What follows belongs to an exercise in optimizing a design on an open flow for small area and a short achievable clock period; a production flow would make more cautious choices.
Function was checked by simulation only, so behaviour that the tests miss may differ from the original.
No activity file was given, so power comes from the tool's default toggle rates.

Setup of P:
==> flow/design.v <==
package cpu_pkg;
	localparam int xlen       = 32;  
	localparam int reg_addr_w = 5;   
	localparam int iw         = 27;  
	localparam logic [5:0] op_rtype = 6'b000000;
	localparam logic [5:0] op_addi  = 6'b001000;
	localparam logic [5:0] op_beq   = 6'b000100;
	localparam logic [5:0] fn_add = 6'd32;
	localparam logic [5:0] fn_sub = 6'd34;
	localparam logic [5:0] fn_and = 6'd36;
	localparam logic [5:0] fn_or  = 6'd37;
	localparam logic [5:0] fn_nor = 6'd39;
	localparam logic [5:0] fn_slt = 6'd42;
	localparam logic [2:0] k_add = 3'b000;
	localparam logic [2:0] k_sub = 3'b001;
	localparam logic [2:0] k_beq = 3'b010;
	localparam logic [2:0] k_slt = 3'b011;
	localparam logic [2:0] k_and = 3'b100;
	localparam logic [2:0] k_or  = 3'b101;
	localparam logic [2:0] k_nor = 3'b110;
	localparam logic [2:0] k_zero = 3'b111;  
	localparam int fw = 12 + 12 + 17;
endpackage
`timescale 1ns/100ps
module reg_file (
	input  logic        clk,
	input  logic        rst,
	input  logic [3:0]  i_rs_lo,   
	input  logic [7:0]  i_rs_hi,   
	input  logic [3:0]  i_rt_lo,
	input  logic [7:0]  i_rt_hi,
	input  logic        i_we,      
	input  logic [31:1] i_wsel,    
	input  logic [31:0] i_wdata,
	output logic [31:0] o_rs_data,
	output logic [31:0] o_rt_data
);
	logic [31:0] regs [1:31];
	logic [31:1] valid;
	always_comb
	begin
		o_rs_data = '0;
		o_rt_data = '0;
		for (int i = 1; i < 32; i++)
		begin
			o_rs_data = o_rs_data | ({32{i_rs_lo[i % 4] & i_rs_hi[i / 4] & valid[i]}} & regs[i]);
			o_rt_data = o_rt_data | ({32{i_rt_lo[i % 4] & i_rt_hi[i / 4] & valid[i]}} & regs[i]);
		end
	end
	always_ff @(posedge clk)
	begin
		for (int i = 1; i < 32; i++)
		begin
			if (!rst)
				valid[i] <= 1'b0;
			else if (i_we && i_wsel[i])
				valid[i] <= 1'b1;
		end
	end
	always_ff @(posedge clk)
	begin
		for (int i = 1; i < 32; i++)
			if (i_we && i_wsel[i])
				regs[i] <= i_wdata;
	end
endmodule
`timescale 1ns/100ps
module fetch_stage (
	input  logic                   clk,
	input  logic                   rst,
	input  logic                   i_stall,
	input  logic                   i_branch_taken,   
	input  logic [5:0]             i_branch_target,  
	input  logic                   i_imem_we,
	input  logic [5:0]             i_imem_addr,
	input  logic [31:0]            i_imem_data,
	output logic [cpu_pkg::fw-1:0] o_instr,
	output logic [5:0]             o_pc_next,        
	output logic                   o_valid
);
	logic [cpu_pkg::iw-1:0] imem [64];
	logic [5:0]             pc;  
	logic [5:0]             pc_plus1;
	logic [cpu_pkg::iw-1:0] wword;
	logic [cpu_pkg::iw-1:0] fword;
	logic [5:0] op, fn;
	logic [2:0] kind;
	logic       known;
	assign op = i_imem_data[31:26];
	assign fn = i_imem_data[5:0];
	always_comb
	begin
		known = 1'b1;
		kind  = cpu_pkg::k_zero;
		if (op == cpu_pkg::op_rtype)
		begin
			case (fn)
				cpu_pkg::fn_add: kind = cpu_pkg::k_add;
				cpu_pkg::fn_sub: kind = cpu_pkg::k_sub;
				cpu_pkg::fn_and: kind = cpu_pkg::k_and;
				cpu_pkg::fn_or:  kind = cpu_pkg::k_or;
				cpu_pkg::fn_nor: kind = cpu_pkg::k_nor;
				cpu_pkg::fn_slt: kind = cpu_pkg::k_slt;
				default:         kind = cpu_pkg::k_zero;  
			endcase
		end
		else if (op == cpu_pkg::op_beq)
			kind = cpu_pkg::k_beq;
		else if (op != cpu_pkg::op_addi)
			known = 1'b0;  
	end
	assign wword = {i_imem_data[25:16], op == cpu_pkg::op_addi,
	                i_imem_data[15:11] & {5{known}},
	                (op == cpu_pkg::op_addi) ? i_imem_data[10:8] : kind,
	                i_imem_data[7:0]};
	always_ff @(posedge clk)
	begin
		if (i_imem_we)
			imem[i_imem_addr] <= wword;
	end
	assign pc_plus1 = pc + 6'd1;
	logic [7:0] pc_lo, pc_hi;
	logic [7:0] tgt_lo, tgt_hi;
	assign tgt_lo = 8'b00000001 << i_branch_target[2:0];
	assign tgt_hi = 8'b00000001 << i_branch_target[5:3];
	always_ff @(posedge clk)
	begin
		if (!rst)
		begin
			pc      <= '0;
			pc_lo   <= 8'b00000001;
			pc_hi   <= 8'b00000001;
			o_valid <= 1'b0;
		end
		else if (!i_stall)
		begin
			pc      <= i_branch_taken ? i_branch_target : pc_plus1;
			pc_lo   <= i_branch_taken ? tgt_lo : {pc_lo[6:0], pc_lo[7]};
			pc_hi   <= i_branch_taken ? tgt_hi : (pc_lo[7] ? {pc_hi[6:0], pc_hi[7]} : pc_hi);
			o_valid <= !i_branch_taken;  
		end
	end
	always_comb
	begin
		fword = '0;
		for (int w = 0; w < 64; w++)
			fword = fword | ({cpu_pkg::iw{pc_lo[w % 8] & pc_hi[w / 8]}} & imem[w]);
	end
	always_ff @(posedge clk)
	begin
		if (!i_stall)
		begin
			o_instr   <= {4'b0001 << fword[23:22], 8'b00000001 << fword[26:24],
			              4'b0001 << fword[18:17], 8'b00000001 << fword[21:19],
			              fword[16:0]};
			o_pc_next <= pc_plus1;
		end
	end
endmodule
`timescale 1ns/100ps
module decode_stage (
	input  logic                   clk,
	input  logic                   rst,
	input  logic                   i_stall,
	input  logic                   i_flush,    
	input  logic [cpu_pkg::fw-1:0] i_instr,
	input  logic [5:0]             i_pc_next,
	input  logic                   i_valid,
	input  logic                   i_we,       
	input  logic [31:1]            i_wsel,
	input  logic [31:0]            i_wdata,
	output logic [31:0]            o_p,        
	output logic [31:0]            o_g,        
	output logic                   o_cin,      
	output logic [4:0]             o_sel,      
	output logic [5:0]             o_t,        
	output logic [31:1]            o_wsel,     
	output logic                   o_wr,       
	output logic                   o_br        
);
	logic [3:0]  rs_lo, rt_lo;
	logic [7:0]  rs_hi, rt_hi;
	logic [16:0] w;
	logic [31:0] rs_data, rt_data, b, bx;
	logic        addi, beq, sub;
	logic [2:0]  kind;
	logic [4:0]  rt, dest;
	logic [5:0]  target;
	assign {rs_lo, rs_hi, rt_lo, rt_hi, w} = i_instr;
	reg_file reg_file_inst (
		.clk       (clk),
		.rst       (rst),
		.i_rs_lo   (rs_lo),
		.i_rs_hi   (rs_hi),
		.i_rt_lo   (rt_lo),
		.i_rt_hi   (rt_hi),
		.i_we      (i_we),
		.i_wsel    (i_wsel),
		.i_wdata   (i_wdata),
		.o_rs_data (rs_data),
		.o_rt_data (rt_data)
	);
	assign rt[0]  = rt_lo[1] | rt_lo[3];
	assign rt[1]  = rt_lo[2] | rt_lo[3];
	assign rt[2]  = rt_hi[1] | rt_hi[3] | rt_hi[5] | rt_hi[7];
	assign rt[3]  = rt_hi[2] | rt_hi[3] | rt_hi[6] | rt_hi[7];
	assign rt[4]  = rt_hi[4] | rt_hi[5] | rt_hi[6] | rt_hi[7];
	assign addi   = w[16];
	assign kind   = addi ? cpu_pkg::k_add : w[10:8];
	assign beq    = kind == cpu_pkg::k_beq;
	assign sub    = kind == cpu_pkg::k_sub || kind == cpu_pkg::k_slt;
	assign dest   = addi ? rt : w[15:11];
	assign target = i_pc_next + w[5:0];
	assign b  = addi ? {{16{w[15]}}, w[15:0]} : rt_data;
	assign bx = b ^ {32{sub}};
	always_ff @(posedge clk)
	begin
		if (!rst)
		begin
			o_wr <= 1'b0;
			o_br <= 1'b0;
		end
		else if (!i_stall)
		begin
			o_wr <= i_valid && !i_flush && !beq && dest != 5'd0;
			o_br <= i_valid && !i_flush && beq;
		end
	end
	always_ff @(posedge clk)
	begin
		if (!i_stall)
		begin
			o_p   <= rs_data ^ bx;
			o_g   <= rs_data & bx;
			o_cin <= sub;
			o_sel <= {kind == cpu_pkg::k_nor, kind == cpu_pkg::k_or, kind == cpu_pkg::k_and,
			          kind == cpu_pkg::k_slt, kind == cpu_pkg::k_add || kind == cpu_pkg::k_sub};
			o_t   <= beq ? target : {1'b0, dest};
			for (int i = 1; i < 32; i++)
				o_wsel[i] <= dest == 5'(i);
		end
	end
endmodule
`timescale 1ns/100ps
module execute_stage (
	input  logic        clk,
	input  logic        rst,
	input  logic        i_stall,
	input  logic [31:0] i_p,
	input  logic [31:0] i_g,
	input  logic        i_cin,
	input  logic [4:0]  i_sel,
	input  logic [5:0]  i_t,
	input  logic        i_wr,
	input  logic        i_br,
	output logic        o_branch_taken,
	output logic [5:0]  o_branch_target,
	output logic        o_rf_we,         
	output logic [31:0] o_rf_wdata,
	output logic        o_we,            
	output logic [4:0]  o_wreg,
	output logic [31:0] o_wdata
);
	logic [31:0] gk [6];  
	logic [31:0] pk [6];
	logic [32:0] c;       
	logic [31:0] sum, lor, res;
	logic        lt;
	logic        we_q;
	always_comb
	begin
		gk[0] = i_g;
		pk[0] = i_p;
		gk[0][0] = i_g[0] | (i_p[0] & i_cin);
		for (int k = 0; k < 5; k++)
			for (int i = 0; i < 32; i++)
				if (i >= (1 << k))
				begin
					gk[k+1][i] = gk[k][i] | (pk[k][i] & gk[k][i - (1 << k)]);
					pk[k+1][i] = pk[k][i] & pk[k][i - (1 << k)];
				end
				else
				begin
					gk[k+1][i] = gk[k][i];
					pk[k+1][i] = pk[k][i];
				end
		c = {gk[5], i_cin};
	end
	assign sum = i_p ^ c[31:0];
	assign lor = i_p | i_g;                        
	assign lt  = i_p[31] ? !c[31] : i_g[31];       
	assign res = ({32{i_sel[0]}} & sum)
	           | {31'd0, i_sel[1] & lt}
	           | ({32{i_sel[2]}} & i_g)
	           | ({32{i_sel[3]}} & lor)
	           | ({32{i_sel[4]}} & ~lor);
	assign o_branch_taken  = i_br && i_p == '0;
	assign o_branch_target = i_t;
	assign o_rf_we    = i_wr && !i_stall;
	assign o_rf_wdata = res;
	always_ff @(posedge clk)
	begin
		if (!rst)
			we_q <= 1'b0;
		else if (!i_stall)
			we_q <= i_wr;
	end
	always_ff @(posedge clk)
	begin
		if (!i_stall)
		begin
			o_wreg  <= i_t[4:0];
			o_wdata <= res;
		end
	end
	assign o_we = we_q && !i_stall;  
endmodule
`timescale 1ns/100ps
module cpu_core #(
	parameter int imem_depth = 64  
) (
	input  logic                              clk,
	input  logic                              rst,
	input  logic                              i_stall,
	input  logic                              i_imem_we,
	input  logic [$clog2(imem_depth)-1:0]     i_imem_addr,
	input  logic [cpu_pkg::xlen-1:0]          i_imem_data,
	output logic                              o_wb_valid,
	output logic [cpu_pkg::reg_addr_w-1:0]    o_wb_reg,
	output logic [cpu_pkg::xlen-1:0]          o_wb_data
);
	logic [cpu_pkg::fw-1:0] f_instr;
	logic [5:0]             f_pc_next;
	logic                   f_valid;
	logic [31:0]            d_p, d_g;
	logic                   d_cin;
	logic [4:0]             d_sel;
	logic [5:0]             d_t;
	logic                   d_wr, d_br;
	logic                   x_taken;
	logic [5:0]             x_target;
	logic                   x_rf_we;
	logic [31:1]            d_wsel;
	logic [31:0]            x_rf_wdata;
	fetch_stage fetch_stage_inst (
		.clk             (clk),
		.rst             (rst),
		.i_stall         (i_stall),
		.i_branch_taken  (x_taken),
		.i_branch_target (x_target),
		.i_imem_we       (i_imem_we),
		.i_imem_addr     (i_imem_addr),
		.i_imem_data     (i_imem_data),
		.o_instr         (f_instr),
		.o_pc_next       (f_pc_next),
		.o_valid         (f_valid)
	);
	decode_stage decode_stage_inst (
		.clk       (clk),
		.rst       (rst),
		.i_stall   (i_stall),
		.i_flush   (x_taken),
		.i_instr   (f_instr),
		.i_pc_next (f_pc_next),
		.i_valid   (f_valid),
		.i_we      (x_rf_we),
		.i_wsel    (d_wsel),
		.i_wdata   (x_rf_wdata),
		.o_p       (d_p),
		.o_g       (d_g),
		.o_cin     (d_cin),
		.o_sel     (d_sel),
		.o_t       (d_t),
		.o_wsel    (d_wsel),
		.o_wr      (d_wr),
		.o_br      (d_br)
	);
	execute_stage execute_stage_inst (
		.clk             (clk),
		.rst             (rst),
		.i_stall         (i_stall),
		.i_p             (d_p),
		.i_g             (d_g),
		.i_cin           (d_cin),
		.i_sel           (d_sel),
		.i_t             (d_t),
		.i_wr            (d_wr),
		.i_br            (d_br),
		.o_branch_taken  (x_taken),
		.o_branch_target (x_target),
		.o_rf_we         (x_rf_we),
		.o_rf_wdata      (x_rf_wdata),
		.o_we            (o_wb_valid),
		.o_wreg          (o_wb_reg),
		.o_wdata         (o_wb_data)
	);
endmodule
Settings: LEC_CHECK=0, CAP_MARGIN=20, CORE_MARGIN=2, CORE_UTILIZATION=40, SETUP_SLACK_MARGIN=3.5, SLEW_MARGIN=20, TNS_END_PERCENT=5; clock period 6.0 ns.
run.sh (not shown) runs the stock make flow with config.mk's settings and CLKGATE_MAP_FILE= SYNTH_SCRIPT=/design/flow/synth_recipe.tcl, a recipe that flattens the netlist after the stock synthesis.
The flow did not stop early for P: all stages ran, and the layout cleared the timing, design-rule and antenna checks.
The following lists how Q was set up differently from P:
diff --git a/flow/design.v b/flow/design.v
--- a/flow/design.v
+++ b/flow/design.v
@@ -35,34 +35,25 @@
 	output logic [31:0] o_rs_data,
 	output logic [31:0] o_rt_data
 );
 	logic [31:0] regs [1:31];
-	logic [31:1] valid;
+	logic [31:0] wval;
 	always_comb
 	begin
 		o_rs_data = '0;
 		o_rt_data = '0;
 		for (int i = 1; i < 32; i++)
 		begin
-			o_rs_data = o_rs_data | ({32{i_rs_lo[i % 4] & i_rs_hi[i / 4] & valid[i]}} & regs[i]);
-			o_rt_data = o_rt_data | ({32{i_rt_lo[i % 4] & i_rt_hi[i / 4] & valid[i]}} & regs[i]);
+			o_rs_data = o_rs_data | ({32{i_rs_lo[i % 4] & i_rs_hi[i / 4]}} & regs[i]);
+			o_rt_data = o_rt_data | ({32{i_rt_lo[i % 4] & i_rt_hi[i / 4]}} & regs[i]);
 		end
 	end
+	assign wval = rst ? i_wdata : '0;
 	always_ff @(posedge clk)
 	begin
 		for (int i = 1; i < 32; i++)
-		begin
-			if (!rst)
-				valid[i] <= 1'b0;
-			else if (i_we && i_wsel[i])
-				valid[i] <= 1'b1;
-		end
-	end
-	always_ff @(posedge clk)
-	begin
-		for (int i = 1; i < 32; i++)
-			if (i_we && i_wsel[i])
-				regs[i] <= i_wdata;
+			if (!rst || (i_we && i_wsel[i]))
+				regs[i] <= wval;
 	end
 endmodule
 `timescale 1ns/100ps
 module fetch_stage (
Notes after the runs:
- Going from P to Q, the sequential cell count was found to have gone down by 1.0%.
- Q vs. P: ratio of total power to cell area has increased; length of routed met2 wiring has decreased; share of total power in the clock network has decreased.
- Q -> P: count of port buffers added during placement delta 0, exact match
- Diff P -> Q | post-CTS setup-driven buffer insertion count | down by more than 10%
- Q: done, clean on timing, DRC and antenna
- Q ended with more number of buffers and inverters on the critical path than P.
- Global-route total usage across every layer in Q vs P: down 0.62 points
- Initial detailed-routing violation count on Q is ahead of P.
- ~same xor/xnor cell area share of the yosys netlist in P and Q
- The worst path setup slack after routing of Q was inferior to that of P.
- Q reports its origin of the worst setup path as rst while P reports fetch_stage_inst.pc_hi[1]$_SDFFE_PN0P_.
- P has higher share of the core filled with cells in the final layout than Q.
- When the final numbers for P and Q were put side by side, the tightest hold margin turned out to be smaller in Q.
- [Q] ratio of cells with drive above 1 in the final layout fell 2.5 points relative to P

re-timing with driven ports:
The flow's constraints put no driver on any port. The routed layouts listed below were extracted and timed again, unchanged, in two steps.
Step 1: set_driving_cell puts a clkbuf_16 on clk and a buf_2 on each other input, an assumption about the parent block.
Step 2 also shifts input and output timing later by t, the mid clock arrival at the registers, as if the neighbouring blocks saw the same clock.
Slacks: ideal ports / drivers / drivers and shift; pairs: ideal ports / drivers.
run	t, ns	slack for setup (ns)	hold WS [ns]	pins driven straight from the clock port
P	1.037	2.814 / 2.743 / 1.837	0.502 / 0.502 / 0.502	1
Q	0.981	2.629 / 2.666 / 1.686	0.488 / 0.488 / 0.488	1
After both steps setup and hold are still met in every run listed. The setup slack of P, which loses most, moves by -0.071 ns with the drivers and by -0.977 ns with both steps.
